Background: an optimization exercise with open tools, aiming at small area, a short achievable clock period and few clock cycles. Do not read the settings as production practice. Function was checked by simulation only, so behaviour that the tests miss may differ from the original. Power is estimated from default activity; no workload was simulated.

$ cat design/flow/flow/run.sh
#!/bin/bash
# The standard layout, with two changes:
#  - plain buffers (buf_2) instead of the default delay cells as the buffers
#    on the input and output ports;
#  - clock tree synthesis without dummy loads on the clock tree's leaves.
set -e
export BUFFER_PORTS_ARGS="-buffer_cell sky130_fd_sc_hd__buf_2"
export CTS_ARGS="-sink_clustering_enable -repair_clock_nets -buf_list sky130_fd_sc_hd__clkbuf_8 -dont_use_dummy_load"
bash standard.sh > standard.log 2>&1
$ cat design/flow/constraint.sdc
create_clock -name core_clock -period 5.0 [get_ports {clk}]
set_input_delay 1.0000 -clock core_clock [delete_from_list [all_inputs] [get_ports {clk}]]
set_output_delay 1.0000 -clock core_clock [all_outputs]
set_load 0.01 [all_outputs]
$ cat design/flow/design.v
`timescale 1ns/1ns
`default_nettype none
package wallace_mult_pkg;
  localparam int OPERAND_W   = 16;
  localparam int PRODUCT_W   = 32;
  localparam int NUM_PP_ROWS = 16;
  localparam int APB_ADDR_W = 8;
  localparam int APB_DATA_W = 32;
  localparam logic [APB_ADDR_W-1:0] ADDR_OPERAND_A = 8'h00;
  localparam logic [APB_ADDR_W-1:0] ADDR_OPERAND_B = 8'h04;
  localparam logic [APB_ADDR_W-1:0] ADDR_CTRL      = 8'h08;
  localparam logic [APB_ADDR_W-1:0] ADDR_STATUS    = 8'h0C;
  localparam logic [APB_ADDR_W-1:0] ADDR_PRODUCT   = 8'h10;
  localparam int STATUS_BUSY_BIT = 0;
  localparam int STATUS_DONE_BIT = 1;
  localparam int CTRL_START_BIT  = 0;
  typedef logic [PRODUCT_W-1:0] row_t;
  typedef struct packed {
    logic [OPERAND_W-1:0] a;
    logic [OPERAND_W-1:0] b;
  } operand_t;
  typedef struct packed {
    row_t sum_row;
    row_t carry_row;
  } csa_pair_t;
  typedef struct packed {
    logic                  psel;
    logic                  penable;
    logic                  pwrite;
    logic [APB_ADDR_W-1:0] paddr;
    logic [APB_DATA_W-1:0] pwdata;
  } apb_req_t;
  typedef struct packed {
    logic [APB_DATA_W-1:0] prdata;
    logic                  pready;
    logic                  pslverr;
  } apb_rsp_t;
endpackage
`default_nettype wire
`timescale 1ns/1ns
`default_nettype none
module partial_products (
  input  wire wallace_mult_pkg::operand_t                                            op,
  output wire [wallace_mult_pkg::NUM_PP_ROWS-1:0][wallace_mult_pkg::PRODUCT_W-1:0] rows
);
  for (genvar i = 0; i < wallace_mult_pkg::NUM_PP_ROWS; i++) begin : g_row
    logic [wallace_mult_pkg::OPERAND_W-1:0] and_bits;
    wallace_mult_pkg::row_t                 wide_bits;
    assign and_bits  = op.a & {wallace_mult_pkg::OPERAND_W{op.b[i]}};
    assign wide_bits = wallace_mult_pkg::row_t'(and_bits);
    assign rows[i] = wide_bits << i;
  end
endmodule
`default_nettype wire
`timescale 1ns/1ns
`default_nettype none
module csa_layer #(
  parameter int ROWS_IN  = 3,
  parameter int ROWS_OUT = 2 * (ROWS_IN / 3) + (ROWS_IN % 3)
) (
  input  wire [ROWS_IN-1:0][wallace_mult_pkg::PRODUCT_W-1:0]  rows_in,
  output wire [ROWS_OUT-1:0][wallace_mult_pkg::PRODUCT_W-1:0] rows_out
);
  localparam int GROUPS   = ROWS_IN / 3;
  localparam int LEFTOVER = ROWS_IN % 3;
  for (genvar g = 0; g < GROUPS; g++) begin : g_fa
    wallace_mult_pkg::row_t x;
    wallace_mult_pkg::row_t y;
    wallace_mult_pkg::row_t z;
    wallace_mult_pkg::row_t maj;
    assign x   = rows_in[3*g];
    assign y   = rows_in[3*g+1];
    assign z   = rows_in[3*g+2];
    assign maj = (x & y) | (x & z) | (y & z);
    assign rows_out[2*g]   = x ^ y ^ z;
    assign rows_out[2*g+1] = maj << 1;
  end
  for (genvar r = 0; r < LEFTOVER; r++) begin : g_pass
    assign rows_out[2*GROUPS+r] = rows_in[3*GROUPS+r];
  end
endmodule
`default_nettype wire
`timescale 1ns/1ns
`default_nettype none
module wallace_tree (
  input  wire [wallace_mult_pkg::NUM_PP_ROWS-1:0][wallace_mult_pkg::PRODUCT_W-1:0] rows,
  output wallace_mult_pkg::csa_pair_t                                               cs
);
  localparam int LEVEL0 = wallace_mult_pkg::NUM_PP_ROWS;
  localparam int LEVEL1 = 11;
  localparam int LEVEL2 = 8;
  localparam int LEVEL3 = 6;
  localparam int LEVEL4 = 4;
  localparam int LEVEL5 = 3;
  localparam int LEVEL6 = 2;
  wire [LEVEL1-1:0][wallace_mult_pkg::PRODUCT_W-1:0] lvl1;
  wire [LEVEL2-1:0][wallace_mult_pkg::PRODUCT_W-1:0] lvl2;
  wire [LEVEL3-1:0][wallace_mult_pkg::PRODUCT_W-1:0] lvl3;
  wire [LEVEL4-1:0][wallace_mult_pkg::PRODUCT_W-1:0] lvl4;
  wire [LEVEL5-1:0][wallace_mult_pkg::PRODUCT_W-1:0] lvl5;
  wire [LEVEL6-1:0][wallace_mult_pkg::PRODUCT_W-1:0] lvl6;
  csa_layer #(.ROWS_IN(LEVEL0)) u_level1 (
    .rows_in  (rows),
    .rows_out (lvl1)
  );
  csa_layer #(.ROWS_IN(LEVEL1)) u_level2 (
    .rows_in  (lvl1),
    .rows_out (lvl2)
  );
  csa_layer #(.ROWS_IN(LEVEL2)) u_level3 (
    .rows_in  (lvl2),
    .rows_out (lvl3)
  );
  csa_layer #(.ROWS_IN(LEVEL3)) u_level4 (
    .rows_in  (lvl3),
    .rows_out (lvl4)
  );
  csa_layer #(.ROWS_IN(LEVEL4)) u_level5 (
    .rows_in  (lvl4),
    .rows_out (lvl5)
  );
  csa_layer #(.ROWS_IN(LEVEL5)) u_level6 (
    .rows_in  (lvl5),
    .rows_out (lvl6)
  );
  assign cs.sum_row   = lvl6[0];
  assign cs.carry_row = lvl6[1];
endmodule
`default_nettype wire
`timescale 1ns/1ns
`default_nettype none
module stage_reg #(
  parameter int WIDTH = 1
) (
  input  wire              clk,
  input  wire              rst_n,
  input  wire              in_valid,
  input  wire  [WIDTH-1:0] in_data,
  output logic             out_valid,
  output logic [WIDTH-1:0] out_data
);
  always_ff @(posedge clk) begin
    if (!rst_n) begin
      out_valid <= 1'b0;
      out_data  <= '0;
    end else begin
      out_valid <= in_valid;
      if (in_valid) begin
        out_data <= in_data;
      end
    end
  end
endmodule
`default_nettype wire
`timescale 1ns/1ns
`default_nettype none
module wallace_mult_core (
  input  wire                             clk,
  input  wire                             rst_n,
  input  wire                             op_valid,
  input  wire wallace_mult_pkg::operand_t op,
  output logic                            res_valid,
  output wallace_mult_pkg::row_t          product
);
  logic      s1_valid;
  wallace_mult_pkg::operand_t  s1_op;
  logic [wallace_mult_pkg::NUM_PP_ROWS-1:0][wallace_mult_pkg::PRODUCT_W-1:0] pp_rows;
  wallace_mult_pkg::csa_pair_t tree_cs;
  logic      s2_valid;
  wallace_mult_pkg::csa_pair_t s2_cs;
  wallace_mult_pkg::row_t      final_sum;
  stage_reg #(.WIDTH(2 * wallace_mult_pkg::OPERAND_W)) u_stage1 (
    .clk       (clk),
    .rst_n     (rst_n),
    .in_valid  (op_valid),
    .in_data   (op),
    .out_valid (s1_valid),
    .out_data  (s1_op)
  );
  partial_products u_pp (
    .op   (s1_op),
    .rows (pp_rows)
  );
  wallace_tree u_tree (
    .rows (pp_rows),
    .cs   (tree_cs)
  );
  stage_reg #(.WIDTH(2 * wallace_mult_pkg::PRODUCT_W)) u_stage2 (
    .clk       (clk),
    .rst_n     (rst_n),
    .in_valid  (s1_valid),
    .in_data   (tree_cs),
    .out_valid (s2_valid),
    .out_data  (s2_cs)
  );
  assign final_sum = s2_cs.sum_row + s2_cs.carry_row;
  stage_reg #(.WIDTH(wallace_mult_pkg::PRODUCT_W)) u_stage3 (
    .clk       (clk),
    .rst_n     (rst_n),
    .in_valid  (s2_valid),
    .in_data   (final_sum),
    .out_valid (res_valid),
    .out_data  (product)
  );
endmodule
`default_nettype wire
`timescale 1ns/1ns
`default_nettype none
module apb_mult_regs (
  input  wire                             clk,
  input  wire                             rst_n,
  input  wire wallace_mult_pkg::apb_req_t apb_req,
  output wallace_mult_pkg::apb_rsp_t      apb_rsp,
  output logic                            op_valid,
  output wallace_mult_pkg::operand_t      op,
  input  wire                             res_valid,
  input  wire wallace_mult_pkg::row_t     product
);
  logic                  access;
  logic                  stall;
  logic                  xfer;
  logic                  wr_xfer;
  logic                  start;
  logic                  mapped;
  logic [wallace_mult_pkg::APB_DATA_W-1:0] rd_data;
  logic                  busy;
  logic                  done;
  wallace_mult_pkg::row_t                  product_q;
  assign access = apb_req.psel & apb_req.penable;
  assign stall = access & ~apb_req.pwrite & (apb_req.paddr == wallace_mult_pkg::ADDR_PRODUCT) & busy;
  assign xfer    = access & ~stall;
  assign wr_xfer = xfer & apb_req.pwrite;
  assign start = wr_xfer & (apb_req.paddr == wallace_mult_pkg::ADDR_CTRL) &
                 apb_req.pwdata[wallace_mult_pkg::CTRL_START_BIT] & ~busy;
  always_comb begin
    mapped  = 1'b1;
    rd_data = '0;
    case (apb_req.paddr)
      wallace_mult_pkg::ADDR_OPERAND_A: rd_data = wallace_mult_pkg::APB_DATA_W'(op.a);
      wallace_mult_pkg::ADDR_OPERAND_B: rd_data = wallace_mult_pkg::APB_DATA_W'(op.b);
      wallace_mult_pkg::ADDR_CTRL:      rd_data = '0;
      wallace_mult_pkg::ADDR_STATUS: begin
        rd_data[wallace_mult_pkg::STATUS_BUSY_BIT] = busy;
        rd_data[wallace_mult_pkg::STATUS_DONE_BIT] = done;
      end
      wallace_mult_pkg::ADDR_PRODUCT:   rd_data = wallace_mult_pkg::APB_DATA_W'(product_q);
      default:        mapped  = 1'b0;
    endcase
  end
  always_comb begin
    apb_rsp.prdata  = apb_req.pwrite ? '0 : rd_data;
    apb_rsp.pready  = ~stall;
    apb_rsp.pslverr = access & ~mapped;
  end
  always_ff @(posedge clk) begin
    if (!rst_n) begin
      op        <= '0;
      op_valid  <= 1'b0;
      busy      <= 1'b0;
      done      <= 1'b0;
      product_q <= '0;
    end else begin
      op_valid <= start;
      if (wr_xfer && apb_req.paddr == wallace_mult_pkg::ADDR_OPERAND_A) begin
        op.a <= apb_req.pwdata[wallace_mult_pkg::OPERAND_W-1:0];
      end
      if (wr_xfer && apb_req.paddr == wallace_mult_pkg::ADDR_OPERAND_B) begin
        op.b <= apb_req.pwdata[wallace_mult_pkg::OPERAND_W-1:0];
      end
      if (start) begin
        busy <= 1'b1;
        done <= 1'b0;
      end else if (res_valid) begin
        busy      <= 1'b0;
        done      <= 1'b1;
        product_q <= product;
      end
    end
  end
endmodule
`default_nettype wire
`timescale 1ns/1ns
`default_nettype none
module wallace_mult_apb (
  input  wire        clk,
  input  wire        rst_n,
  input  wire        psel,
  input  wire        penable,
  input  wire        pwrite,
  input  wire [7:0]  paddr,
  input  wire [31:0] pwdata,
  output wire [31:0] prdata,
  output wire        pready,
  output wire        pslverr
);
  logic [15:0] op_a;
  logic [15:0] op_b;
  logic [17:0] op_a3;      
  logic [31:0] prod;       
  logic        ph1;        
  logic        ph2;        
  logic        ph3;        
  logic        acc_en;     
  logic        done;
  logic        a_ok;       
  logic        b_ok;       
  logic [1:0]  dig1;
  logic [1:0]  dig2;
  logic [1:0]  dig3;
  logic        we_a;       
  logic        we_b;       
  logic        rd_a;       
  logic        rd_b;       
  logic        sel_stat;
  logic        sel_prod;   
  logic        rd_prod;    
  logic        err_q;
  logic        start_setup;
  logic        pass0;
  logic        busy;
  logic        done_d;
  logic        a_ok_d;
  logic        b_ok_d;
  assign start_setup = psel & ~penable & pwrite &
                       (paddr == wallace_mult_pkg::ADDR_CTRL) &
                       pwdata[wallace_mult_pkg::CTRL_START_BIT];
  assign busy = ph2 | ph3;
  assign pass0 = start_setup & ~busy;
  assign done_d = rst_n & (ph3 | (done & ~ph1));
  assign a_ok_d = rst_n & (a_ok | we_a);
  assign b_ok_d = rst_n & (b_ok | we_b);
  logic [15:0] acc_in;
  logic [17:0] row [2];
  logic [19:0] csa_x;
  logic [19:0] csa_y;
  logic [19:0] csa_z;
  logic [19:0] csa_s;
  logic [19:0] csa_c;
  logic [19:0] mac;
  assign acc_in = {16{acc_en}} & prod[31:16];
  for (genvar j = 0; j < 2; j++) begin : g_row
    assign row[j] = ({18{dig1[j]}} & {2'b00, op_a}) |
                    ({18{dig2[j]}} & {1'b0, op_a, 1'b0}) |
                    ({18{dig3[j]}} & op_a3);
  end
  assign csa_x = 20'(acc_in);
  assign csa_y = 20'(row[0]);
  assign csa_z = 20'(row[1]) << 2;
  assign csa_s = csa_x ^ csa_y ^ csa_z;
  assign csa_c = ((csa_x & csa_y) | (csa_x & csa_z) | (csa_y & csa_z)) << 1;
  assign mac   = csa_s + csa_c;
  always_ff @(posedge clk) begin
    if (pass0 | ph1 | busy) begin
      prod <= {mac, prod[15:4]};
    end
  end
  logic [15:0] b_next;
  logic [3:0]  bits_next;
  assign b_next = we_b ? pwdata[15:0] : op_b;
  always_comb begin
    if (ph2)        bits_next = op_b[15:12];
    else if (ph1)   bits_next = op_b[11:8];
    else if (pass0) bits_next = op_b[7:4];
    else            bits_next = b_next[3:0];
  end
  always_ff @(posedge clk) begin
    for (int j = 0; j < 2; j++) begin
      dig1[j] <= a_ok_d & b_ok_d & (bits_next[2*j+1 -: 2] == 2'd1);
      dig2[j] <= a_ok_d & b_ok_d & (bits_next[2*j+1 -: 2] == 2'd2);
      dig3[j] <= a_ok_d & b_ok_d & (bits_next[2*j+1 -: 2] == 2'd3);
    end
  end
  always_ff @(posedge clk) begin
    ph1  <= rst_n & pass0;
    ph2  <= rst_n & ph1;
    ph3  <= rst_n & ph2;
    acc_en <= rst_n & (pass0 | ph1 | ph2);
    done <= done_d;
    a_ok <= a_ok_d;
    b_ok <= b_ok_d;
  end
  always_ff @(posedge clk) begin
    we_a     <= psel & ~penable & pwrite & (paddr == wallace_mult_pkg::ADDR_OPERAND_A);
    we_b     <= psel & ~penable & pwrite & (paddr == wallace_mult_pkg::ADDR_OPERAND_B);
    rd_a     <= (paddr == wallace_mult_pkg::ADDR_OPERAND_A) & a_ok_d;
    rd_b     <= (paddr == wallace_mult_pkg::ADDR_OPERAND_B) & b_ok_d;
    sel_stat <= (paddr == wallace_mult_pkg::ADDR_STATUS);
    sel_prod <= (paddr == wallace_mult_pkg::ADDR_PRODUCT) & done_d;
    rd_prod  <= (paddr == wallace_mult_pkg::ADDR_PRODUCT) & ~pwrite;
    err_q    <= ~((paddr == wallace_mult_pkg::ADDR_OPERAND_A) |
                  (paddr == wallace_mult_pkg::ADDR_OPERAND_B) |
                  (paddr == wallace_mult_pkg::ADDR_CTRL) |
                  (paddr == wallace_mult_pkg::ADDR_STATUS) |
                  (paddr == wallace_mult_pkg::ADDR_PRODUCT));
  end
  always_ff @(posedge clk) begin
    if (!rst_n) begin
      op_a  <= '0;
    end else if (we_a) begin
      op_a  <= pwdata[15:0];
    end
    if (we_a) begin
      op_a3 <= 18'(pwdata[15:0]) + 18'({pwdata[15:0], 1'b0});
    end
    if (we_b) op_b <= pwdata[15:0];
  end
  logic [31:0] rd_data;
  always_comb begin
    rd_data = {32{sel_prod}} & prod;
    rd_data[15:0] = rd_data[15:0] | ({16{rd_a}} & op_a) | ({16{rd_b}} & op_b);
    rd_data[wallace_mult_pkg::STATUS_BUSY_BIT] =
      rd_data[wallace_mult_pkg::STATUS_BUSY_BIT] | (sel_stat & busy);
    rd_data[wallace_mult_pkg::STATUS_DONE_BIT] =
      rd_data[wallace_mult_pkg::STATUS_DONE_BIT] | (sel_stat & done);
  end
  assign prdata  = rd_data;
  assign pready  = ~(rd_prod & ph3);
  assign pslverr = err_q;
endmodule
`default_nettype wire
$ cat design/flow/standard.sh
#!/bin/bash
# synth_recipe.tcl (not shown) runs the flow's synth.tcl, then flattens the netlist and writes it again
# the make line also repeats each setting of config.mk as NAME=value (left out here)
make -C /OpenROAD-flow-scripts/flow DESIGN_CONFIG=/design/flow/config.mk WORK_HOME=/design/flow/orfs CLKGATE_MAP_FILE= SYNTH_SCRIPT=/design/flow/synth_recipe.tcl "${@:-finish}"
$ cat design/flow/config.mk
export PLATFORM = sky130hd
export DESIGN_NAME = wallace_mult_apb
export DESIGN_NICKNAME = wallace_mult_apb
export VERILOG_FILES = /design/flow/design.v
export SDC_FILE = /design/flow/constraint.sdc
export NUM_CORES = 4
export LEC_CHECK = 0
export ABC_AREA = 1
export CAP_MARGIN = 20
export CORE_MARGIN = 2
export CORE_UTILIZATION = 55
export CTS_BUF_LIST = sky130_fd_sc_hd__clkbuf_8
export SETUP_SLACK_MARGIN = 2.0
export SLEW_MARGIN = 20
==> out/results.tsv, run 1 <==
stage	metric	value	unit
drt	vias_per_cell	5.56	
drt	ant_nets	0	
synthesis	synth_ff_type	edfxtp_1	
critical_path	worst-path-max-fanout	17	
timing	final-hold-violation-count	0	
clock_network	cts_buffer_depth	2	
clock_network	clock_sinks	103	
synthesis	netlist_top_cells_area	edfxtp_1 (28%), nand2_1 (15%), dfxtp_1 (12%)	
floorplanning	rows	40	
drt	wirelength	17700	um
floorplanning	dieHeight	114	um
synthesis	syn_area	6680	um2
synthesis	syn_inst	867	
timing	final.setup.worst_slack	2.23	ns
place	place_congestion	0.974	
floorplanning	ioPinCount	79	
clock_network	insertion_delay	0.39	ns
layout	drive_above_1_share	0.108	
clock_network	path_clk_slew	0.10	ns
floorplanning	start_util	0.561	
floorplanning	die_w	114	um
timing	setup_viol	0	
flow_run	cap_viol_max_count	0	
drt	drtIter0Drc	522	
clock_network	h-tree-depth	3	
global_routing	grt_pass1_wl	28500	um
layout	nets	1025	
worst_hold_path	hold_path.class	register to register	
synthesis	avgSynthCellArea	7.70	um2
critical_path	crit_family	adder cells	
clock_network	numCtsBuffers	9	
timing	period_minus_slack	2.77	ns
critical_path	critPathArrivalTime	2.89	ns
clock_network	cts_tree	yes	
timing	skew	0.0428	ns
timing	slew_headroom	0.488	
floorplanning	fp.coreArea	11900	um2
place	pre_cts_slack	1.94	ns
synthesis	yosys.area.top_type	edfxtp_1	
power	irDropWorstVdd	0.207	mV
synthesis	synth_edf_count	62	
synthesis	ys_types	40	
place	port_buffers	62	
global_routing	grt_pass1_vias	5747	
critical_path	path_class	register to register	
synthesis	synth-seq-cells	103	
critical_path	crit_path_start_kind	register	
critical_path	critPathRequiredTime	5.12	ns
timing	period_share	0.553	
run_status	status	timing/DRC/antenna clean	
global_routing	antenna_found_initial	0	
timing	worst_slew_pin_slew	0.767	ns
drt	num_vias	5951	
critical_path	crit_buf_inv	1	
drt	wl_per_cell	16.5	um
timing	finalMaxSlewViolations	0	
timing	setup-tns-final	0	ns
critical_path	critical_path.slowest_cell	fa_1	
synthesis	synth_top_area_share	0.279	
drt	drc	0	
global_routing	grt_usage	0.284	
power	cellPowerDensity	199	nW/um2
place	dp_hpwl	14300	um
place	dp.cells	1057	
power	power_leakage	0.00375	uW
synthesis	ys_warn_count	2	
drt	dr.pass1.iters	5	
clock_network	ctsHoldBuffers	0	
synthesis	async_reset_ff_frac	0	
floorplanning	die_area	13000	um2
global_routing	grt_max_degree	39	
global_routing	overflow	0	
critical_path	endpoint_kind	register	
timing	fmax	362	MHz
layout	syn_to_final_growth	9.12	%
layout	n_antenna_cell	0	
clock_network	root_buffer	clkbuf_8	
critical_path	cpPeakStageDelay	0.50	ns
synthesis	syn_nets	967	
timing	grt_setup_unrepaired	false	
critical_path	crit_chain	inv_1, o22ai_1, fa_1, fa_1, nand3_1, nand2_1, nand3_1, nand2_1, nand3_1, nand2_1, xor2_1	
layout	instances_no_fill	1070	
synthesis	synth-seq-area-share	0.402	
==> where the power goes <==
group / internal [uW] / switching, uW / leakage (uW) / total, uW
registers: 897 / 0.947 / 0.000926 / 898
logic: 48.1 / 84.7 / 0.00276 / 133
clock network: 162 / 255 / 0.0000647 / 417
==> cells in the mapped netlist (9+ instances only) <==
cell / n
edfxtp_1: 62
xor2_1: 22
nor2_1: 66
fa_1: 16
dfxtp_1: 41
o21ai_0: 37
clkbuf_1: 19
nand2_1: 268
o211ai_1: 9
nand3_1: 77
a21oi_1: 47
ha_1: 39
inv_1: 111
==> cells by family (layout without fill, tap and decap cells) <==
| group | Yosys count | after routing | synth area share |
|---|---|---|---|
| AO/OA/AOI/OAI | 115 | 115 | 0.0974 |
| XOR/XNOR | 23 | 23 | 0.0302 |
| adder cells (fa/ha/maj) | 55 | 55 | 0.121 |
| buffers and inverters | 134 | 190 | 0.0755 |
| flip-flops | 103 | 103 | 0.402 |
| AND/OR/NAND/NOR | 437 | 437 | 0.274 |
==> placed cells by master, fill, tap and decap left out, types with 3 or more instances in the layout <==
| master | instances |
|---|---|
| ha_1 | 39 |
| a21o_1 | 3 |
| a31oi_1 | 4 |
| dfxtp_2 | 3 |
| fa_1 | 16 |
| nor2_2 | 4 |
| and2_1 | 4 |
| nand4_1 | 3 |
| nor2_1 | 66 |
| dfxtp_4 | 6 |
| dfxtp_1 | 32 |
| nand2_1 | 268 |
| buf_4 | 6 |
| edfxtp_1 | 62 |
| inv_1 | 111 |
| clkbuf_8 | 9 |
| o21ai_0 | 37 |
| xor2_1 | 22 |
| nand3_1 | 77 |
| a21oi_1 | 47 |
| nor3_1 | 3 |
| buf_2 | 62 |
| o211ai_1 | 9 |
| o22ai_1 | 4 |
==> worst paths after layout <==
path,start,endpoint,slack (ns),cells after the start
hold / removal,a_ok$_DFF_P_,a_ok$_DFF_P_,0.47,2
setup reg to reg,dig3[1]$_DFF_P_,prod[27]$_DFFE_PP_,2.23,11
setup / recovery,dig3[1]$_DFF_P_,prod[27]$_DFFE_PP_,2.23,11
hold reg to reg,a_ok$_DFF_P_,a_ok$_DFF_P_,0.47,2
==> worst register-to-register path: cells and delay by family, from the launching register on <==
kind                       cells  cell delay, ns
adders and majority gates      2            0.97
AOI/OAI and AO/OA              1            0.22
DFF                            1            0.47
and+or+nand+nor                6            0.62
buffers and inverters          1            0.08
xor gates and xnor gates       1            0.15
==> metrics by stage <==
stage / hold WS (ns) / cell area, um2 / total power [uW] / util
finish: 0.466 / 7290 / 1450 / 0.612
CTS: 0.461 / 7240 / 1460 / 0.608
global route: 0.477 / 7290 / 1500 / 0.612
detailed placement: 0.445 / 7110 / 1050 / 0.597
floorplan: 0.426 / 6680 / 1010 / -
global placement: 0.430 / 7110 / 1050 / 0.597
==> sequential cells by signal, indices dropped and copies added, names as in the netlist, 2 cells and up <==
name,flops
dig1,2
dig2,2
dig3,2
op_a,16
op_a3,18
op_b,16
prod,32
==> timing repair <==
| action | 4_1_cts | 5_1_grt |
|---|---|---|
| setup buffers | 0 | 4 |
| endpoints found under the setup margin | 4 | 16 |
| resized for setup | 3 | 12 |
==> routing by layer <==
layer,share of wire,track usage,vias to the layer above
li1,-,-,2934
met2,0.47,0.471,215
met4,0.033,0.124,0
met1,0.44,0.368,2759
met3,0.050,0.0487,43
met5,0,0,-
==> layout make-up <==
type | instances | area [um2]
timing repair buffer | 68 | 355
inverter | 113 | 424
multi-input combinational | 630 | 3490
fill | 1129 | 4620
clock buffer | 9 | 124
sequential | 103 | 2710
tap | 147 | 184
Testbench counts, summed over its fixed seeds: cycles 21,608.
==> inputs of run 2 (changes only) <==
--- a/design/flow/config.mk
+++ b/design/flow/config.mk
@@ -10,5 +10,6 @@
 export CORE_MARGIN = 2
 export CORE_UTILIZATION = 55
 export CTS_BUF_LIST = sky130_fd_sc_hd__clkbuf_8
-export SETUP_SLACK_MARGIN = 2.0
+export PLACE_DENSITY = 0.75
+export SETUP_SLACK_MARGIN = 2.2
 export SLEW_MARGIN = 20
==> run 2 against run 1 <==
Against the previous run: largest cell class unchanged; hold slack lost 0.012 ns; critical path type unchanged; highest routed layer unchanged; sequential share of layout area shrank 0.53 points; first-iteration DRC count grew 17%; via count shrank 0.49%; synthesized cell count is the same; sequential cell count is the same; still clean on timing, DRC and antenna.
==> out/results.tsv, run 2 <==
stage	metric	value	unit	change
drt	ant_nets	0		unchanged
layout	seq_area	2720	um2	was 2710 um2
synthesis	synth_ff_type	edfxtp_1		unchanged
drt	wl_per_cell	15.9	um	was 16.5 um
global_routing	grt_usage	0.275		was 0.284
synthesis	syn_nets	967		unchanged
power	p_int	1110	uW	about the same
global_routing	grt_pass1_vias	5448		was 5,747
power	p_total	1450	uW	about the same
synthesis	netlist_top_cells_area	edfxtp_1 (28%), nand2_1 (15%), dfxtp_1 (12%)		unchanged
timing	final-hold-violation-count	0		unchanged
synthesis	async_reset_ff_frac	0		unchanged
drt	wirelength	17100	um	was 17,700 um
clock_network	clock_sinks	103		unchanged
layout	drive_above_1_share	0.143		was 0.108
timing	skew	0.0279	ns	was 0.0428 ns
synthesis	synth-seq-area-share	0.402		unchanged
synthesis	yosysMostFrequentCell	nand2_1		unchanged
clock_network	cts_tree	yes		unchanged
global_routing	grt_pass1_wl	27400	um	was 28,500 um
layout	n_antenna_cell	0		unchanged
timing	fmax	375	MHz	was 362 MHz
synthesis	ys_top_cells_by_count	nand2_1 (268), inv_1 (111), nand3_1 (77), nor2_1 (66), edfxtp_1 (62)		unchanged
floorplanning	dieHeight	114	um	unchanged
timing	slew_headroom	0.462		was 0.488
power	pwr-share-seq	0.621		was 0.620
drt	num_vias	5922		was 5,951
synthesis	synth_edf_count	62		unchanged
synthesis	synth-seq-cells	103		unchanged
clock_network	insertion_delay	0.38	ns	was 0.39 ns
synthesis	synthMuxAreaShare	0		unchanged
drt	drtIter0Drc	612		was 522
global_routing	grt_max_degree	39		unchanged
timing	grt_setup_unrepaired	true		was false
layout	largest-register	prod		unchanged
synthesis	ys_warn_count	2		unchanged
power	p_sw_frac	0.235		about the same
layout	layout_common_cells	nand2_1 (265), inv_1 (110), nand3_1 (75)		was nand2_1 (268), inv_1 (111), nand3_1 (77)
floorplanning	die_area	13000	um2	unchanged
synthesis	avgSynthCellArea	7.70	um2	unchanged
layout	syn_to_final_growth	11.2	%	was 9.12%
floorplanning	fp.coreArea	11900	um2	unchanged
place	dp_hpwl	13300	um	was 14,300 um
global_routing	antenna_found_initial	0		unchanged
floorplanning	die_w	114	um	unchanged
floorplanning	ioPinCount	79		unchanged
synthesis	synth_top_family_by_area	simple AND/OR/NAND/NOR gates		unchanged
critical_path	critPathArrivalTime	2.79	ns	was 2.89 ns
clock_network	cts_buffer_depth	2		unchanged
timing	period_minus_slack	2.67	ns	was 2.77 ns
synthesis	yosys.area_share.simple	0.274		unchanged
clock_network	ctsHoldBuffers	0		unchanged
clock_network	h-tree-depth	3		unchanged
clock_network	root_buffer	clkbuf_8		unchanged
timing	setup-tns-final	0	ns	unchanged
drt	dr.pass1.iters	6		was 5
global_routing	overflow	0		unchanged
critical_path	endpoint_kind	register		unchanged
critical_path	worst-path-max-fanout	6		was 17
clock_network	numCtsBuffers	9		unchanged
timing	final.setup.worst_slack	2.33	ns	was 2.23 ns
synthesis	synthXorXnorAreaFrac	0.0302		unchanged
layout	largest_reg_flops	32		unchanged
layout	instances_no_fill	1074		was 1,070
synthesis	ys_types	40		unchanged
place	place_congestion	0.943		was 0.974
drt	drc	0		unchanged
synthesis	synth_adder_area_share	0.121		unchanged
flow_run	cap_viol_max_count	0		unchanged
critical_path	path_class	register to register		unchanged
synthesis	synth_compound_area_frac	0.0974		unchanged
synthesis	synth_top_area_share	0.279		unchanged
critical_path	crit_path_start_kind	register		unchanged
timing	setup_viol	0		unchanged
power	p_sw	340	uW	was 341 uW
layout	fin_util	0.623		was 0.612
power	clock_power_share	0.289		was 0.288
floorplanning	rows	40		unchanged
layout	largestRegisters	prod (32), op_a3 (18)		unchanged
layout	fillers	1093		was 1,129
power	cellPowerDensity	195	nW/um2	was 199 nW/um2
layout	final_common_cell	nand2_1		unchanged
worst_hold_path	hold_path.class	register to register		unchanged
floorplanning	start_util	0.561		unchanged
place	pre_cts_slack	1.98	ns	was 1.94 ns
synthesis	syn_inst	867		unchanged
power	irDropWorstVdd	0.184	mV	was 0.207 mV
run_status	status	timing/DRC/antenna clean		unchanged
timing	period_share	0.534		was 0.553
drt	vias_per_cell	5.51		was 5.56
layout	nets	1029		was 1,025
power	p_comb_frac	0.091		was 0.092
place	dp.cells	1057		unchanged
layout	multi_input_area	3590	um2	was 3490 um2
timing	worst_slew_pin_slew	0.806	ns	was 0.767 ns
synthesis	yosys.area.top_type	edfxtp_1		unchanged
place	port_buffers	62		unchanged
power	power_leakage	0.00376	uW	was 0.00375 uW
timing	finalMaxSlewViolations	0		unchanged
synthesis	syn_area	6680	um2	unchanged
critical_path	critPathRequiredTime	5.12	ns	about the same
clock_network	path_clk_slew	0.10	ns	about the same
run 2: cell counts after synthesis:
Identical to the previous run, type by type.
run 2: layer usage:
layer | wire length (um) | GRT usage | vias to the layer above
li1 | - | - | 2952
met1 | 7780 | 0.388 | 2695
met2 | 7650 | 0.424 | 240
met3 | 1200 | 0.0461 | 35
met4 | 499 | 0.108 | 0
met5 | 0 | 0 | -
run 2: final cells by class:
cell class	instances	area share
multi-input cells	630	0.483
inverters	113	0.0571
repair buffers	72	0.0519
well taps	147	0.0248
flip-flops and latches	103	0.366
clock buffers	9	0.0167
run 2: critical path, stage by stage, from the launching register on:
cell and delay [ns]:
dfxtp_4 0.38, buf_4 0.15, nand2_1 0.06, nand3_1 0.13
fa_1 0.47, ha_1 0.35, a21oi_2 0.19, nor2_1 0.05
nor2_1 0.16, nand3_1 0.18, nand2_1 0.12, nand2_1 0.06
nand2_1 0.06, nand2_1 0.04
run 2: kinds of logic (layout without fill, tap and decap cells):
kind of cell	count (synthesis)	in the layout
buffers and inverters	134	194
flip-flops	103	103
adder cells (fa/ha/maj)	55	55
XOR/XNOR	23	23
AO/OA/AOI/OAI	115	115
AND/OR/NAND/NOR	437	437
run 2: repair_timing:
item,in CTS,in global routing
setup buffers,0,8
setup endpoints to repair,30,12
resized for setup,10,38
pin swaps,0,4
run 2: worst paths after layout:
check                                        from            endpoint  depth (start not counted)  slack [ns]
worst max-delay path              dig2[0]$_DFF_P_  prod[30]$_DFFE_PP_                         13        2.33
worst min-delay path            prod[5]$_DFFE_PP_   prod[1]$_DFFE_PP_                          0        0.45
worst max register to register    dig2[0]$_DFF_P_  prod[30]$_DFFE_PP_                         13        2.33
worst min register to register  prod[5]$_DFFE_PP_   prod[1]$_DFFE_PP_                          0        0.45
run 2: stage by stage:
step | instance area [um2] | hold slack (ns)
after floorplan | 6680 | 0.426
after global placement | 7110 | 0.432
after detailed placement | 7110 | 0.432
after CTS | 7250 | 0.454
after global routing | 7430 | 0.472
final | 7430 | 0.454
run 2: power groups by stage:
| stage | logic [uW] | registers [uW] | clock network (uW) |
|---|---|---|---|
| finish | 131 | 897 | 418 |
| global route | 150 | 898 | 454 |
| CTS | 131 | 900 | 424 |
| detailed placement | 130 | 921 | 0 |
| global placement | 128 | 921 | 0 |
| floorplan | 88.3 | 920 | 0 |
==> inputs of run 3 (changes only) <==
--- a/design/flow/config.mk
+++ b/design/flow/config.mk
@@ -8,8 +8,7 @@
 export ABC_AREA = 1
 export CAP_MARGIN = 20
 export CORE_MARGIN = 2
-export CORE_UTILIZATION = 55
+export CORE_UTILIZATION = 50
 export CTS_BUF_LIST = sky130_fd_sc_hd__clkbuf_8
-export PLACE_DENSITY = 0.75
 export SETUP_SLACK_MARGIN = 2.2
 export SLEW_MARGIN = 20
==> run 3 against run 2 <==
Against the previous run: final area increased by 0.42%; clock skew rose by 0.0065 ns; worst setup slack lost 0.028 ns; fmax fell by 1.0%; critical path type unchanged; largest cell class unchanged.
==> out/results.tsv, run 3 <==
stage	metric	value	unit	change
timing	final-hold-violation-count	0		unchanged
global_routing	grt_use_met3	0.0475		was 0.0461
drt	dr.pass1.iters	7		was 6
place	dp_hpwl	14800	um	was 13,300 um
drt	drtIter0Drc	546		was 612
power	power_leakage	0.00376	uW	about the same
global_routing	grt.busiest_layer	met2		unchanged
clock_network	clock_sinks	103		unchanged
layout	fillers	1249		was 1,093
synthesis	syn_inst	867		unchanged
synthesis	yosysMostFrequentCell	nand2_1		unchanged
synthesis	synth-seq-cells	103		unchanged
layout	largest-register	prod		unchanged
flow_run	cap_viol_max_count	0		unchanged
synthesis	synth_edf_count	62		unchanged
drt	wirelength	18800	um	was 17,100 um
timing	grt_setup_unrepaired	true		unchanged
global_routing	grt_max_degree	39		unchanged
drt	ant_nets	0		unchanged
drt	num_vias	6008		was 5,922
layout	final_common_cell	nand2_1		unchanged
floorplanning	dieHeight	120	um	was 114 um
layout	fin_util	0.568		was 0.623
timing	setup-tns-final	0	ns	unchanged
critical_path	crit_chain	clkbuf_2, nand2_1, nand3_1, fa_1, ha_2, nand2_1, nor2_2, nand3_1, nand3b_1, nand2_1, nand3b_1, nand2_1		was buf_4, nand2_1, nand3_1, fa_1, ha_1, a21oi_2, nor2_1, nor2_1, nand3_1, nand2_1, nand2_1, nand2_1, nand2_1
critical_path	endpoint_kind	register		unchanged
layout	design_area	7460	um2	was 7430 um2
drt	vias_per_cell	5.45		was 5.51
global_routing	grt_pass1_vias	5629		was 5,448
layout	syn_to_final_growth	11.6	%	was 11.2%
synthesis	synth_ff_type	edfxtp_1		unchanged
critical_path	cpPeakStageDelay	0.43	ns	was 0.47 ns
power	p_sw_frac	0.242		was 0.235
global_routing	grt_pass1_wl	29500	um	was 27,400 um
floorplanning	ioPinCount	79		unchanged
power	pwr-share-seq	0.614		was 0.621
floorplanning	die_w	120	um	was 114 um
synthesis	synthXorXnorAreaFrac	0.0302		unchanged
power	p_int	1110	uW	about the same
critical_path	worst-path-max-fanout	6		unchanged
layout	drive_above_1_share	0.139		was 0.143
floorplanning	start_util	0.508		was 0.561
layout	layout_common_cells	nand2_1 (266), inv_1 (110), nand3_1 (76)		was nand2_1 (265), inv_1 (110), nand3_1 (75)
drt	drc	0		unchanged
global_routing	antenna_found_initial	0		unchanged
critical_path	r2r_start	dig1[1]$_DFF_P_		was dig2[0]$_DFF_P_
critical_path	timing.rr.end	prod[31]$_DFFE_PP_		was prod[30]$_DFFE_PP_
clock_network	cts_tree	yes		unchanged
clock_network	root_buffer	clkbuf_8		unchanged
critical_path	rr_worst_depth	12		was 13
global_routing	grt_usage	0.268		was 0.275
synthesis	synth_top_family_by_area	simple AND/OR/NAND/NOR gates		unchanged
synthesis	ys_types	40		unchanged
timing	finalMaxSlewViolations	0		unchanged
floorplanning	die_area	14300	um2	was 13,000 um2
synthesis	synth_adder_area_share	0.121		unchanged
place	port_buffers	62		unchanged
synthesis	yosys.area.top_type	edfxtp_1		unchanged
global_routing	overflow	0		unchanged
synthesis	yosys.area_share.simple	0.274		unchanged
critical_path	path_class	register to register		unchanged
power	p_comb_frac	0.093		was 0.091
timing	worst_slew_pin_slew	0.792	ns	was 0.806 ns
critical_path	critPathArrivalTime	2.83	ns	was 2.79 ns
synthesis	syn_nets	967		unchanged
synthesis	synth_compound_area_frac	0.0974		unchanged
synthesis	synth-seq-area-share	0.402		unchanged
critical_path	critPathRequiredTime	5.13	ns	was 5.12 ns
worst_hold_path	hold_depth	0		unchanged
place	place_area	7150	um2	was 7110 um2
place	place_congestion	0.914		was 0.943
critical_path	crit_path_start_kind	register		unchanged
clock_network	path_clk_slew	0.09	ns	was 0.10 ns
layout	n_antenna_cell	0		unchanged
clock_network	h-tree-depth	3		unchanged
layout	largestRegisters	prod (32), op_a3 (18)		unchanged
synthesis	syn_area	6680	um2	unchanged
clock_network	ctsHoldBuffers	0		unchanged
floorplanning	rows	42		was 40
floorplanning	fp.coreArea	13100	um2	was 11,900 um2
critical_path	critical_path.slowest_cell	fa_1		unchanged
timing	skew	0.0344	ns	was 0.0279 ns
timing	fmax	371	MHz	was 375 MHz
power	p_sw	354	uW	was 340 uW
run_status	status	timing/DRC/antenna clean		unchanged
power	clock_power_share	0.293		was 0.289
synthesis	avgSynthCellArea	7.70	um2	unchanged
timing	period_share	0.539		was 0.534
power	cellPowerDensity	196	nW/um2	was 195 nW/um2
critical_path	rrSetupSlack	2.30	ns	was 2.33 ns
synthesis	synth_top_area_share	0.279		unchanged
timing	slew_headroom	0.471		was 0.462
worst_hold_path	hold_path.class	register to register		unchanged
synthesis	ys_warn_count	2		unchanged
critical_path	cpMostUsedCell	nand2_1		unchanged
global_routing	met2_usage	0.434		was 0.424
synthesis	synthMuxAreaShare	0		unchanged
clock_network	insertion_delay	0.39	ns	was 0.38 ns
timing	period_minus_slack	2.70	ns	was 2.67 ns
layout	nets	1028		was 1,029
synthesis	ys_top_cells_by_count	nand2_1 (268), inv_1 (111), nand3_1 (77), nor2_1 (66), edfxtp_1 (62)		unchanged
global_routing	use_met1	0.362		was 0.388
layout	largest_reg_flops	32		unchanged
synthesis	netlist_top_cells_area	edfxtp_1 (28%), nand2_1 (15%), dfxtp_1 (12%)		unchanged
worst_hold_path	min_delay_worst_endpoint	prod[5]$_DFFE_PP_		was prod[1]$_DFFE_PP_
clock_network	cts_buffer_depth	2		unchanged
worst_hold_path	min_from	prod[9]$_DFFE_PP_		was prod[5]$_DFFE_PP_
synthesis	async_reset_ff_frac	0		unchanged
drt	wl_per_cell	17.1	um	was 15.9 um
timing	setup_viol	0		unchanged
clock_network	numCtsBuffers	9		unchanged
power	irDropWorstVdd	0.225	mV	was 0.184 mV
## run 3: cell counts after synthesis
Identical to the previous run, type by type.
## run 3: critical path, delay by kind of cell (launching register included)
| kind | cells | cell delay [ns] |
|---|---|---|
| and+or+nand+nor | 9 | 1.02 |
| DFF | 1 | 0.41 |
| buffers and inverters | 1 | 0.19 |
| adders and majority gates | 2 | 0.83 |
## run 3: cell families (layout without fill, tap and decap cells)
kind of cell / after synthesis / after routing
adders and majority gates: 55 / 55
buffers and inverters: 134 / 193
AOI/OAI and AO/OA: 115 / 115
DFF: 103 / 103
xor gates and xnor gates: 23 / 23
and+or+nand+nor: 437 / 437
## run 3: worst max path at each step
stage                                from            endpoint  slack, ns  cells past startpoint
final                     dig1[1]$_DFF_P_  prod[31]$_DFFE_PP_       2.30                     12
after global routing      dig1[1]$_DFF_P_  prod[27]$_DFFE_PP_       2.18                     11
after CTS                 dig1[1]$_DFF_P_  prod[26]$_DFFE_PP_       2.23                     14
after detailed placement  dig1[1]$_DFF_P_  prod[27]$_DFFE_PP_       1.91                     11
after global placement    dig1[1]$_DFF_P_  prod[26]$_DFFE_PP_       1.96                     14
after floorplan            acc_en$_DFF_P_  prod[26]$_DFFE_PP_       2.30                     14
## run 3: power groups by stage
stage | Sequential (uW) | Clock (uW) | Combinational (uW)
final | 897 | 428 | 135
after floorplan | 920 | 0 | 88.3
after detailed placement | 921 | 0 | 134
after CTS | 899 | 438 | 134
after global placement | 921 | 0 | 130
after global routing | 897 | 468 | 152
## run 3: per-stage QoR
stage	instances	total power [uW]	hold slack (ns)	worst slack [ns]
detailed placement	1087	1050	0.438	1.91
global placement	1087	1050	0.436	1.96
finish	1102	1460	0.458	2.30
global route	1102	1520	0.469	2.18
floorplan	867	1010	0.426	2.30
CTS	1096	1470	0.451	2.23
## run 3: final cells by class
type | count | area (um2) | area share
multi-input cells | 630 | 3600 | 0.482
flip-flops and latches | 103 | 2710 | 0.364
inverters | 113 | 428 | 0.0574
repair buffers | 71 | 375 | 0.0503
well taps | 176 | 220 | 0.0295
clock buffers | 9 | 124 | 0.0166
## run 3: layer usage
layer / part of all wire / routed length (um)
met1: 0.44 / 8290
met2: 0.46 / 8570
met3: 0.066 / 1240
met4: 0.037 / 690
met5: 0 / 0
## run 3: timing repair
action / in CTS / in global routing
endpoints found under the setup margin: 15 / 12
pin swaps: 0 / 3
gates resized for setup: 11 / 32
buffers inserted: 0 / 6
endpoints found under the hold margin: 0 / 0
==> inputs of run 4 (changes only) <==
--- a/design/flow/config.mk
+++ b/design/flow/config.mk
@@ -8,7 +8,7 @@
 export ABC_AREA = 1
 export CAP_MARGIN = 20
 export CORE_MARGIN = 2
-export CORE_UTILIZATION = 50
+export CORE_UTILIZATION = 60
 export CTS_BUF_LIST = sky130_fd_sc_hd__clkbuf_8
 export SETUP_SLACK_MARGIN = 2.2
 export SLEW_MARGIN = 20
==> run 4 against run 3 <==
Against the previous run: still clean; die area decreased by 16%; sequential power about the same; worst setup slack got worse by 0.062 ns; wire length decreased by 3.4%; global-route usage increased by 4.4 points; largest cell class unchanged; largest power group unchanged.
==> out/results.tsv, run 4 <==
stage	metric	value	unit	change
run_status	status	timing/DRC/antenna clean		unchanged
drt	drc	0		unchanged
layout	largest_reg_flops	32		unchanged
synthesis	synth-seq-cells	103		unchanged
worst_hold_path	hold_path.class	register to register		unchanged
place	place_area	7110	um2	was 7150 um2
synthesis	yosys.area.top_type	edfxtp_1		unchanged
critical_path	critical_path.slowest_cell	fa_1		unchanged
global_routing	grt_pass1_wl	28300	um	was 29,500 um
global_routing	overflow	0		unchanged
synthesis	synth_top_family_by_area	simple AND/OR/NAND/NOR gates		unchanged
synthesis	synth_ff_type	edfxtp_1		unchanged
worst_hold_path	hold_depth	0		unchanged
synthesis	syn_inst	867		unchanged
synthesis	synth_compound_area_frac	0.0974		unchanged
layout	largestRegisters	prod (32), op_a3 (18)		unchanged
critical_path	cpMostUsedCell	nand2_1		unchanged
layout	n_antenna_cell	0		unchanged
timing	setup-tns-final	0	ns	unchanged
critical_path	rrSetupSlack	2.24	ns	was 2.30 ns
timing	hold-worst-slack	0.463	ns	was 0.458 ns
synthesis	synth-seq-area-share	0.402		unchanged
synthesis	ys_warn_count	2		unchanged
global_routing	grt_use_met3	0.0522		was 0.0475
drt	wl_per_cell	17.0	um	was 17.1 um
place	port_buffers	62		unchanged
timing	worst_slew_pin_slew	0.824	ns	was 0.792 ns
global_routing	grt_usage	0.313		was 0.268
timing	slew_headroom	0.450		was 0.471
synthesis	yosys.area_share.simple	0.274		unchanged
clock_network	numCtsBuffers	9		unchanged
synthesis	synth_adder_area_share	0.121		unchanged
layout	fillers	903		was 1,249
floorplanning	fp.coreArea	10800	um2	was 13,100 um2
global_routing	grt_max_degree	39		unchanged
timing	period_minus_slack	2.76	ns	was 2.70 ns
critical_path	cpPeakStageDelay	0.48	ns	was 0.43 ns
layout	largest-register	prod		unchanged
timing	setup_viol	0		unchanged
critical_path	crit_chain	buf_4, nand2_1, nand3_1, fa_1, ha_1, a21o_1, nor2_1, nand3_1, nand2_1, nand2_1, nand2_1, nand2_1		was clkbuf_2, nand2_1, nand3_1, fa_1, ha_2, nand2_1, nor2_2, nand3_1, nand3b_1, nand2_1, nand3b_1, nand2_1
drt	ant_nets	0		unchanged
floorplanning	dieHeight	110	um	was 120 um
layout	design_area	7410	um2	was 7460 um2
flow_run	cap_viol_max_count	0		unchanged
critical_path	cp-startpoint	dig2[0]$_DFF_P_		was dig1[1]$_DFF_P_
synthesis	netlist_top_cells_area	edfxtp_1 (28%), nand2_1 (15%), dfxtp_1 (12%)		unchanged
drt	vias_per_cell	5.77		was 5.45
synthesis	syn_area	6680	um2	unchanged
synthesis	synthMuxAreaShare	0		unchanged
timing	skew	0.0299	ns	was 0.0344 ns
synthesis	ys_types	40		unchanged
place	dp.cells	1051		was 1,087
worst_hold_path	min_delay_worst_endpoint	prod[3]$_DFFE_PP_		was prod[5]$_DFFE_PP_
timing	period_share	0.552		was 0.539
layout	layout_common_cells	nand2_1 (267), inv_1 (110), nand3_1 (77)		was nand2_1 (266), inv_1 (110), nand3_1 (76)
synthesis	syn_nets	967		unchanged
clock_network	root_buffer	clkbuf_8		unchanged
drt	wirelength	18100	um	was 18,800 um
layout	syn_to_final_growth	10.9	%	was 11.6%
global_routing	met2_usage	0.515		was 0.434
synthesis	avgSynthCellArea	7.70	um2	unchanged
critical_path	crit_path_start_kind	register		unchanged
clock_network	path_clk_slew	0.11	ns	was 0.09 ns
place	dp_hpwl	14200	um	was 14,800 um
global_routing	grt_pass1_vias	5757		was 5,629
synthesis	yosysMostFrequentCell	nand2_1		unchanged
clock_network	insertion_delay	0.38	ns	was 0.39 ns
global_routing	antenna_found_initial	0		unchanged
critical_path	rr_worst_depth	12		unchanged
critical_path	worst-path-max-fanout	8		was 6
synthesis	ys_top_cells_by_count	nand2_1 (268), inv_1 (111), nand3_1 (77), nor2_1 (66), edfxtp_1 (62)		unchanged
floorplanning	die_w	110	um	was 120 um
critical_path	timing.rr.end	prod[30]$_DFFE_PP_		was prod[31]$_DFFE_PP_
layout	seq_area	2710	um2	unchanged
critical_path	critPathArrivalTime	2.87	ns	was 2.83 ns
timing	fmax	362	MHz	was 371 MHz
power	power_leakage	0.00376	uW	about the same
critical_path	endpoint_kind	register		unchanged
clock_network	h-tree-depth	3		unchanged
layout	nets	1029		was 1,028
power	irDropWorstVdd	0.142	mV	was 0.225 mV
critical_path	path_class	register to register		unchanged
place	place_congestion	0.927		was 0.914
floorplanning	rows	38		was 42
layout	instances_no_fill	1067		was 1,102
layout	final_common_cell	nand2_1		unchanged
global_routing	use_met1	0.411		was 0.362
timing	grt_setup_unrepaired	true		unchanged
synthesis	synth_edf_count	62		unchanged
clock_network	clock_sinks	103		unchanged
critical_path	r2r_start	dig2[0]$_DFF_P_		was dig1[1]$_DFF_P_
drt	drtIter0Drc	567		was 546
timing	final-hold-violation-count	0		unchanged
floorplanning	start_util	0.616		was 0.508
clock_network	cts_buffer_depth	2		unchanged
floorplanning	ioPinCount	79		unchanged
drt	num_vias	6157		was 6,008
synthesis	synth_top_area_share	0.279		unchanged
drt	dr.pass1.iters	5		was 7
power	cellPowerDensity	196	nW/um2	about the same
floorplanning	die_area	12000	um2	was 14,300 um2
clock_network	cts_tree	yes		unchanged
critical_path	critPathRequiredTime	5.11	ns	was 5.13 ns
layout	drive_above_1_share	0.133		was 0.139
worst_hold_path	min_from	prod[7]$_DFFE_PP_		was prod[9]$_DFFE_PP_
layout	multi_input_area	3570	um2	was 3600 um2
global_routing	grt.busiest_layer	met2		unchanged
synthesis	synthXorXnorAreaFrac	0.0302		unchanged
synthesis	async_reset_ff_frac	0		unchanged
timing	finalMaxSlewViolations	0		unchanged
-- run 4: cell counts after synthesis --
Identical to the previous run, type by type.
-- run 4: metal layers --
metal,part of all wire,vias up
li1,-,2941
met1,0.41,2840
met2,0.46,306
met3,0.085,70
met4,0.040,0
met5,0,-
-- run 4: power breakdown --
part           switching [uW]  leakage (uW)  total (uW)  internal, uW
Combinational            84.6       0.00276         133          48.0
Clock                     261     0.0000647         424           162
Sequential              0.825      0.000927         897           897
Total                     347       0.00376        1450          1110
-- run 4: worst max-delay path, delay by kind of cell, from the launching register on --
| family | cells | cell delay (ns) |
|---|---|---|
| buffers and inverters | 1 | 0.17 |
| adder cells (fa/ha/maj) | 2 | 0.84 |
| AO/OA/AOI/OAI | 1 | 0.23 |
| flip-flops | 1 | 0.39 |
| AND/OR/NAND/NOR | 8 | 0.87 |
-- run 4: repair_timing --
action / CTS / global route
buffers inserted: 2 / 5
pin swaps: 0 / 3
resized for setup: 11 / 25
gates cloned: 0 / 0
hold buffers: 0 / 0
endpoints found under the setup margin: 15 / 14
-- run 4: kinds of logic after synthesis --
logic type,after synthesis
AO/OA/AOI/OAI,115
buffers and inverters,134
adder cells (fa/ha/maj),55
XOR/XNOR,23
AND/OR/NAND/NOR,437
flip-flops,103
-- run 4: worst max-delay path by stage --
stage / depth (start not counted) / end
detailed placement: 14 / prod[26]$_DFFE_PP_
finish: 12 / prod[30]$_DFFE_PP_
global placement: 14 / prod[26]$_DFFE_PP_
global route: 12 / prod[30]$_DFFE_PP_
floorplan: 14 / prod[26]$_DFFE_PP_
CTS: 14 / prod[26]$_DFFE_PP_
-- run 4: stage by stage --
stage	utilization	total power, uW	setup WS (ns)
after global placement	0.656	1050	2.01
after CTS	0.670	1460	2.20
final	0.683	1450	2.24
after global routing	0.683	1500	2.13
after detailed placement	0.656	1050	1.93
after floorplan	-	1010	2.30
-- run 4: area by class of cell --
type,instances,share of cell area
well taps,140,0.0237
clock buffers,9,0.0167
multi-input cells,630,0.482
inverters,113,0.0573
repair buffers,72,0.0537
flip-flops and latches,103,0.366
==> inputs of run 5 (changes only) <==
--- a/design/flow/config.mk
+++ b/design/flow/config.mk
@@ -8,7 +8,7 @@
 export ABC_AREA = 1
 export CAP_MARGIN = 20
 export CORE_MARGIN = 2
-export CORE_UTILIZATION = 60
+export CORE_UTILIZATION = 55
 export CTS_BUF_LIST = sky130_fd_sc_hd__clkbuf_8
 export SETUP_SLACK_MARGIN = 2.2
 export SLEW_MARGIN = 20
==> run 5 against run 4 <==
Against the previous run: still clean on timing, DRC and antenna; clock power shrank 1%; wire length shrank 1.8%; worst setup slack gained 0.091 ns; power shrank 0.37%; clock-buffer cell count is the same; synthesized cell count is the same; synthesized area is the same; final area shrank 0.37%; die area grew 8.7%; utilization shrank 6.4 points; largest cell class unchanged.
==> out/results.tsv, run 5 <==
stage	metric	value	unit	change
layout	multi_input_area	3550	um2	was 3570 um2
global_routing	grt_pass1_vias	5744		was 5,757
timing	period_share	0.534		was 0.552
critical_path	critPathRequiredTime	5.12	ns	was 5.11 ns
power	p_sw	341	uW	was 347 uW
synthesis	syn_area	6680	um2	unchanged
drt	drtIter0Drc	514		was 567
drt	wirelength	17800	um	was 18,100 um
synthesis	yosys.area_share.simple	0.274		unchanged
layout	largestRegisters	prod (32), op_a3 (18)		unchanged
clock_network	path_clk_slew	0.10	ns	was 0.11 ns
timing	slew_headroom	0.463		was 0.450
layout	instances_no_fill	1074		was 1,067
place	place_congestion	0.974		was 0.927
power	p_comb_frac	0.092		was 0.091
layout	layout_common_cells	nand2_1 (266), inv_1 (111), nand3_1 (77)		was nand2_1 (267), inv_1 (110), nand3_1 (77)
clock_network	root_buffer	clkbuf_8		unchanged
synthesis	synth_ff_type	edfxtp_1		unchanged
timing	fmax	375	MHz	was 362 MHz
critical_path	crit_chain	buf_4, nand2_1, nand3_1, fa_1, ha_2, inv_1, o21ai_0, or2_1, a21oi_1, nand2_1, xor2_1		was buf_4, nand2_1, nand3_1, fa_1, ha_1, a21o_1, nor2_1, nand3_1, nand2_1, nand2_1, nand2_1, nand2_1
timing	setup-tns-final	0	ns	unchanged
drt	vias_per_cell	5.58		was 5.77
place	dp_hpwl	14300	um	was 14,200 um
layout	syn_to_final_growth	10.5	%	was 10.9%
global_routing	grt_max_degree	39		unchanged
place	port_buffers	62		unchanged
critical_path	crit_buf_inv	2		was 1
global_routing	antenna_found_initial	0		unchanged
timing	finalMaxSlewViolations	0		unchanged
drt	ant_nets	0		unchanged
critical_path	cpMostUsedCell	nand2_1		unchanged
floorplanning	ioPinCount	79		unchanged
run_status	status	timing/DRC/antenna clean		unchanged
synthesis	synth_compound_area_frac	0.0974		unchanged
timing	grt_setup_unrepaired	true		unchanged
synthesis	synthXorXnorAreaFrac	0.0302		unchanged
critical_path	critical_path.slowest_cell	fa_1		unchanged
layout	largest_reg_flops	32		unchanged
synthesis	async_reset_ff_frac	0		unchanged
power	pwr-share-seq	0.620		was 0.617
global_routing	grt_pass1_wl	28500	um	was 28,300 um
clock_network	cts_tree	yes		unchanged
layout	final_common_cell	nand2_1		unchanged
synthesis	ys_top_cells_by_count	nand2_1 (268), inv_1 (111), nand3_1 (77), nor2_1 (66), edfxtp_1 (62)		unchanged
clock_network	ctsHoldBuffers	0		unchanged
timing	worst_slew_pin_slew	0.804	ns	was 0.824 ns
layout	n_antenna_cell	0		unchanged
timing	final-hold-violation-count	0		unchanged
drt	num_vias	5989		was 6,157
synthesis	synth_top_family_by_area	simple AND/OR/NAND/NOR gates		unchanged
power	power_leakage	0.00376	uW	about the same
synthesis	syn_nets	967		unchanged
power	p_sw_frac	0.236		was 0.238
critical_path	cpPeakStageDelay	0.49	ns	was 0.48 ns
clock_network	numCtsBuffers	9		unchanged
floorplanning	rows	40		was 38
flow_run	cap_viol_max_count	0		unchanged
layout	seq_area	2720	um2	was 2710 um2
place	dp.cells	1057		was 1,051
synthesis	synth_edf_count	62		unchanged
power	p_total	1450	uW	about the same
synthesis	synth_top_area_share	0.279		unchanged
clock_network	clock_sinks	103		unchanged
power	clock_power_share	0.289		was 0.291
drt	drc	0		unchanged
synthesis	ys_warn_count	2		unchanged
timing	period_minus_slack	2.67	ns	was 2.76 ns
floorplanning	start_util	0.561		was 0.616
synthesis	netlist_top_cells_area	edfxtp_1 (28%), nand2_1 (15%), dfxtp_1 (12%)		unchanged
power	p_int	1110	uW	about the same
floorplanning	die_w	114	um	was 110 um
critical_path	endpoint_kind	register		unchanged
synthesis	synth_adder_area_share	0.121		unchanged
layout	nets	1029		unchanged
drt	dr.pass1.iters	5		unchanged
drt	wl_per_cell	16.6	um	was 17.0 um
synthesis	synth-seq-cells	103		unchanged
global_routing	grt_usage	0.284		was 0.313
critical_path	crit_path_start_kind	register		unchanged
timing	setup_viol	0		unchanged
critical_path	critPathArrivalTime	2.79	ns	was 2.87 ns
synthesis	avgSynthCellArea	7.70	um2	unchanged
clock_network	insertion_delay	0.39	ns	was 0.38 ns
critical_path	worst-path-max-fanout	11		was 8
floorplanning	fp.coreArea	11900	um2	was 10,800 um2
synthesis	ys_types	40		unchanged
synthesis	syn_inst	867		unchanged
critical_path	crit_family	adder cells		was simple AND/OR/NAND/NOR gates
clock_network	h-tree-depth	3		unchanged
timing	skew	0.0432	ns	was 0.0299 ns
critical_path	path_class	register to register		unchanged
global_routing	overflow	0		unchanged
layout	fillers	1113		was 903
synthesis	yosysMostFrequentCell	nand2_1		unchanged
timing	hold-worst-slack	0.465	ns	was 0.463 ns
clock_network	cts_buffer_depth	2		unchanged
synthesis	yosys.area.top_type	edfxtp_1		unchanged
synthesis	synthMuxAreaShare	0		unchanged
worst_hold_path	hold_path.class	register to register		unchanged
power	irDropWorstVdd	0.208	mV	was 0.142 mV
layout	largest-register	prod		unchanged
power	cellPowerDensity	196	nW/um2	about the same
layout	drive_above_1_share	0.131		was 0.133
floorplanning	die_area	13000	um2	was 12,000 um2
synthesis	synth-seq-area-share	0.402		unchanged
floorplanning	dieHeight	114	um	was 110 um
run 5: cell counts after synthesis:
No cell type changed its count.
run 5: final timing paths:
kind	startpoint	endpoint	slack (ns)	cells past startpoint
min reg2reg	a_ok$_DFF_P_	a_ok$_DFF_P_	0.46	2
max	dig3[1]$_DFF_P_	prod[27]$_DFFE_PP_	2.33	11
min	a_ok$_DFF_P_	a_ok$_DFF_P_	0.46	2
max reg2reg	dig3[1]$_DFF_P_	prod[27]$_DFFE_PP_	2.33	11
run 5: worst register-to-register path, stage by stage, from the launching register on:
cell and delay, ns:
dfxtp_4 0.40, buf_4 0.17, nand2_1 0.07, nand3_1 0.09
fa_1 0.49, ha_2 0.31, inv_1 0.11, o21ai_0 0.12
or2_1 0.27, a21oi_1 0.12, nand2_1 0.10, xor2_1 0.15
run 5: routing by layer:
metal | vias to the layer above | part of all wire | GRT usage
met5 | - | 0 | 0
met4 | 0 | 0.038 | 0.124
met3 | 51 | 0.053 | 0.0487
met2 | 211 | 0.47 | 0.471
met1 | 2793 | 0.44 | 0.368
li1 | 2934 | - | -
run 5: cell families after synthesis:
logic type                 count (synthesis)
and+or+nand+nor                          437
xor gates and xnor gates                  23
AOI/OAI and AO/OA                        115
adders and majority gates                 55
buffers and inverters                    134
DFF                                      103
run 5: area by class of cell:
class | count | share of cell area
repair buffers | 72 | 0.0522
clock buffers | 9 | 0.0168
inverters | 113 | 0.0575
flip-flops and latches | 103 | 0.368
multi-input cells | 630 | 0.481
well taps | 147 | 0.0249
run 5: what timing repair did:
action                     CTS  global route
setup endpoints to repair   27            10
gates cloned                 0             0
buffers inserted             0             8
pin swaps                    0             2
gates resized for setup     12            22
run 5: power by group through the flow:
stage               clock [uW]  combinational (uW)  sequential [uW]
floorplan                    0                88.3              920
global placement             0                 129              921
detailed placement           0                 133              921
CTS                        425                 134              899
global route               450                 150              898
finish                     418                 133              897
run 5: through the flow:
stage / util / worst slack [ns] / area (um2)
after floorplan: - / 2.30 / 6680
after global placement: 0.597 / 1.98 / 7110
after detailed placement: 0.597 / 1.94 / 7110
after CTS: 0.609 / 2.23 / 7250
after global routing: 0.619 / 2.20 / 7380
final: 0.619 / 2.33 / 7380

[re-timing with driven ports]
Ports are ideal in the flow. The routed layouts listed here were re-timed in OpenROAD. Step 1 sets driving cells, clkbuf_16 on the clock port and buf_2 on the other inputs (assumed; they add their load-dependent delay and slew). Step 2 times the ports against the registers' clock, not the clock port: input delays grow and output delays shrink by t, the midpoint of the rising clock arrivals with the driver on. a / b / c = ideal ports / drivers / drivers and shift; a / b = the first two.
run | t (ns) | setup WS [ns] | worst setup path at the end | worst register clock-pin slew, ns
run 1 | 0.404 | 2.234 / 2.234 / 1.973 | input to register | 0.11 / 0.11
run 2 | 0.403 | 2.330 / 2.330 / 2.058 | input to register | 0.10 / 0.10
run 3 | 0.415 | 2.303 / 2.303 / 1.925 | input to register | 0.12 / 0.12
run 4 | 0.392 | 2.240 / 2.240 / 2.014 | input to register | 0.11 / 0.11
run 5 | 0.406 | 2.331 / 2.331 / 1.974 | input to register | 0.11 / 0.11
After both steps every run listed still meets setup and hold. The setup slack of run 3, which loses most, moves by 0.000 ns with the drivers and by -0.378 ns with both steps.
